Background: an optimization exercise with open tools, aiming at small area and a short achievable clock period. Do not read the settings as production practice. At most, simulation tests tie the RTL to the original design; equivalence was not proved. Power is estimated from default activity; no workload was simulated.

the reference run:
Design camCacheTop, start of the top module:
module camCacheTop (
    input  logic                CLK,
    input  logic                rst,
    input  logic                enable,
    input  cacheCmdPkg::cmdT    cmd,
    input  cacheGeomPkg::indexT writeIndex,
    input  cacheGeomPkg::tagT   tag,
    input  cacheGeomPkg::lineT  writeLine,
    output logic                hit,
    output cacheGeomPkg::lineT  line
);
    cacheGeomPkg::entryMaskT writeSel;
    cacheGeomPkg::entryMaskT matchVec;
    cacheGeomPkg::entryMaskT localSel;
    cacheGeomPkg::groupMaskT groupSel;
    logic      matchAny;
    tagCam tagCamInst (
        .CLK        (CLK),
        .rst        (rst),
        .enable     (enable),
        .cmd        (cmd),
        .writeIndex (writeIndex),
        .tag        (tag),
        .writeSel   (writeSel),
        .matchVec   (matchVec)
    );
    matchEncoder matchEncoderInst (
        .matchVec   (matchVec),
        .localSel   (localSel),
        .groupSel   (groupSel),
        .matchAny   (matchAny)
    );
    lineStore lineStoreInst (
        .CLK        (CLK),
        .rst        (rst),
        .enable     (enable),
        .cmd        (cmd),
        .writeSel   (writeSel),
        .writeLine  (writeLine),
        .localSel   (localSel),
        .groupSel   (groupSel),
        .matchAny   (matchAny),
        .hit        (hit),
        .line       (line)
    );
endmodule
Size in the first run: about 24000 cells after synthesis, roughly 9400 flip-flops, about 280 I/O pins.
export LEC_CHECK = 0
export ABC_CLOCK_PERIOD_IN_PS = 2500
export CAP_MARGIN = 20
export CORE_MARGIN = 2
export CORE_UTILIZATION = 50
export PLACE_DENSITY = 0.6
export SETUP_SLACK_MARGIN = 4
export SLEW_MARGIN = 20
export SYNTH_MEMORY_MAX_BITS = 16384
create_clock -name core_clock -period 10.0 [get_ports {CLK}]
run.sh (not shown) runs the stock make flow with config.mk's settings and CLKGATE_MAP_FILE= SYNTH_SCRIPT=/design/flow/synth_recipe.tcl, a recipe that flattens the netlist after the stock synthesis.
For the trial run, these inputs were changed with respect to the reference run:
Settings: removing SETUP_SLACK_MARGIN (formerly 4).
## What came out
Final-layout worst hold slack: higher on the trial run
From the reference run to the trial run the numbers moved as follows: total stage count of the critical path rose by 1, highest clock rate saw a decrease, share of cell area taken by flip-flops and latches up 0.26 points, met1 track demand over resource in global routing higher, cell count down 0.47%.
No run of this note included a check of the RTL's function; only the layout flow was run.

========
== v30 ==
Another version of the RTL of camCacheTop (not shown whole).
For scale: ~23000 cells after synthesis, ~9400 flip-flops, ~360000 um^2 of cells after synthesis.
==> flow/config.mk <==
export PLATFORM = sky130hd
export DESIGN_NAME = camCacheTop
export DESIGN_NICKNAME = camCacheTop
export VERILOG_FILES = /design/flow/design.v
export SDC_FILE = /design/flow/constraint.sdc
export NUM_CORES = 8
export LEC_CHECK = 0
export CAP_MARGIN = 30
export CORE_MARGIN = 2
export CORE_UTILIZATION = 50
export CTS_BUF_LIST = sky130_fd_sc_hd__clkbuf_16
export CTS_CLUSTER_DIAMETER = 60
export CTS_CLUSTER_SIZE = 24
export PLACE_DENSITY = 0.6
export SETUP_SLACK_MARGIN = 5
export SLEW_MARGIN = 30
export SYNTH_MEMORY_MAX_BITS = 16384
export TNS_END_PERCENT = 5
==> flow/constraint.sdc <==
create_clock -name core_clock -period 10.0 [get_ports {CLK}]
set_input_delay 2.0000 -clock core_clock [delete_from_list [all_inputs] [get_ports {CLK}]]
set_output_delay 2.0000 -clock core_clock [all_outputs]
set_load 0.01 [all_outputs]
standard.sh (not shown) runs the stock make flow with config.mk's settings and CLKGATE_MAP_FILE= SYNTH_SCRIPT=/design/flow/synth_recipe.tcl, a recipe that flattens the netlist after the stock synthesis.
==> flow/flow/run.sh <==
#!/bin/bash
# Layout flow: the standard ORFS flow with tuned repair settings (see args.sh).
set -o pipefail
source flow/args.sh
bash standard.sh "${ARGS[@]}" finish > standard.log 2>&1
==> flow/flow/args.sh <==
ARGS=(MATCH_CELL_FOOTPRINT=0 "BUFFER_PORTS_ARGS=-buffer_cell sky130_fd_sc_hd__buf_4")
What v4 does differently from v30 at the input level:
Settings: SYNTH_HIERARCHICAL newly set to 1.
Results
The global-route wire length before repair of v4 falls short of that of v30 by 2.7%.
Average cell area after synthesis grows by more than 10% when moving from v30 to v4.
Compared with v30, in v4 number of distinct library cells after synthesis down 48; fraction of met2 tracks used by global routing increased by 2.3 points relative to the old numbers.
When the final numbers for v4 and v30 were put side by side, the routed wire length turned out to be greater in v4.
Layout-stage area growth over the synthesis result was lower in v30 than in v4.
v4: post-cts gate resize count lower than v30
There was hardly any difference in ratio of cells with drive above 1 in the final layout between v4 and v30.
Compare v4 and v30 | final period utilization lower: v4
Switching power total ended up 3.3% lower on v4 than on v30.
Lower share of the yosys chip area belonging to registers goes to v30 over v4.

==> re-timing with driven ports <==
The results above use ideal ports. As a check the final layouts listed here were re-extracted and re-timed, cells and wires unchanged. Step 1 assumes that a clkbuf_16 drives the clock port and a buf_2 every other input. Step 2 times the ports against the registers' clock, not the clock port: input delays grow and output delays shrink by t, the midpoint of the rising clock arrivals with the driver on. Slacks: ideal / step 1 / step 2; pairs: ideal / step 1.
run | shift t [ns] | setup WS [ns] | latest minus earliest clock arrival (ns) | worst data-port slew with drivers (ns)
the reference run | 1.381 | 3.711 / 3.780 / 2.399 | 0.152 / 0.151 | 0.52
the trial run | 1.380 | 2.883 / 2.997 / 1.617 | 0.152 / 0.152 | 0.48
v30 | 1.325 | 4.501 / 4.417 / 3.092 | 0.134 / 0.134 | 0.45
v4 | 1.302 | 4.684 / 4.567 / 3.265 | 0.089 / 0.088 | 0.42
After both steps every run listed still meets setup and hold. For v4, which loses most, drivers alone change the setup slack by -0.117 ns; drivers and shift together by -1.419 ns.
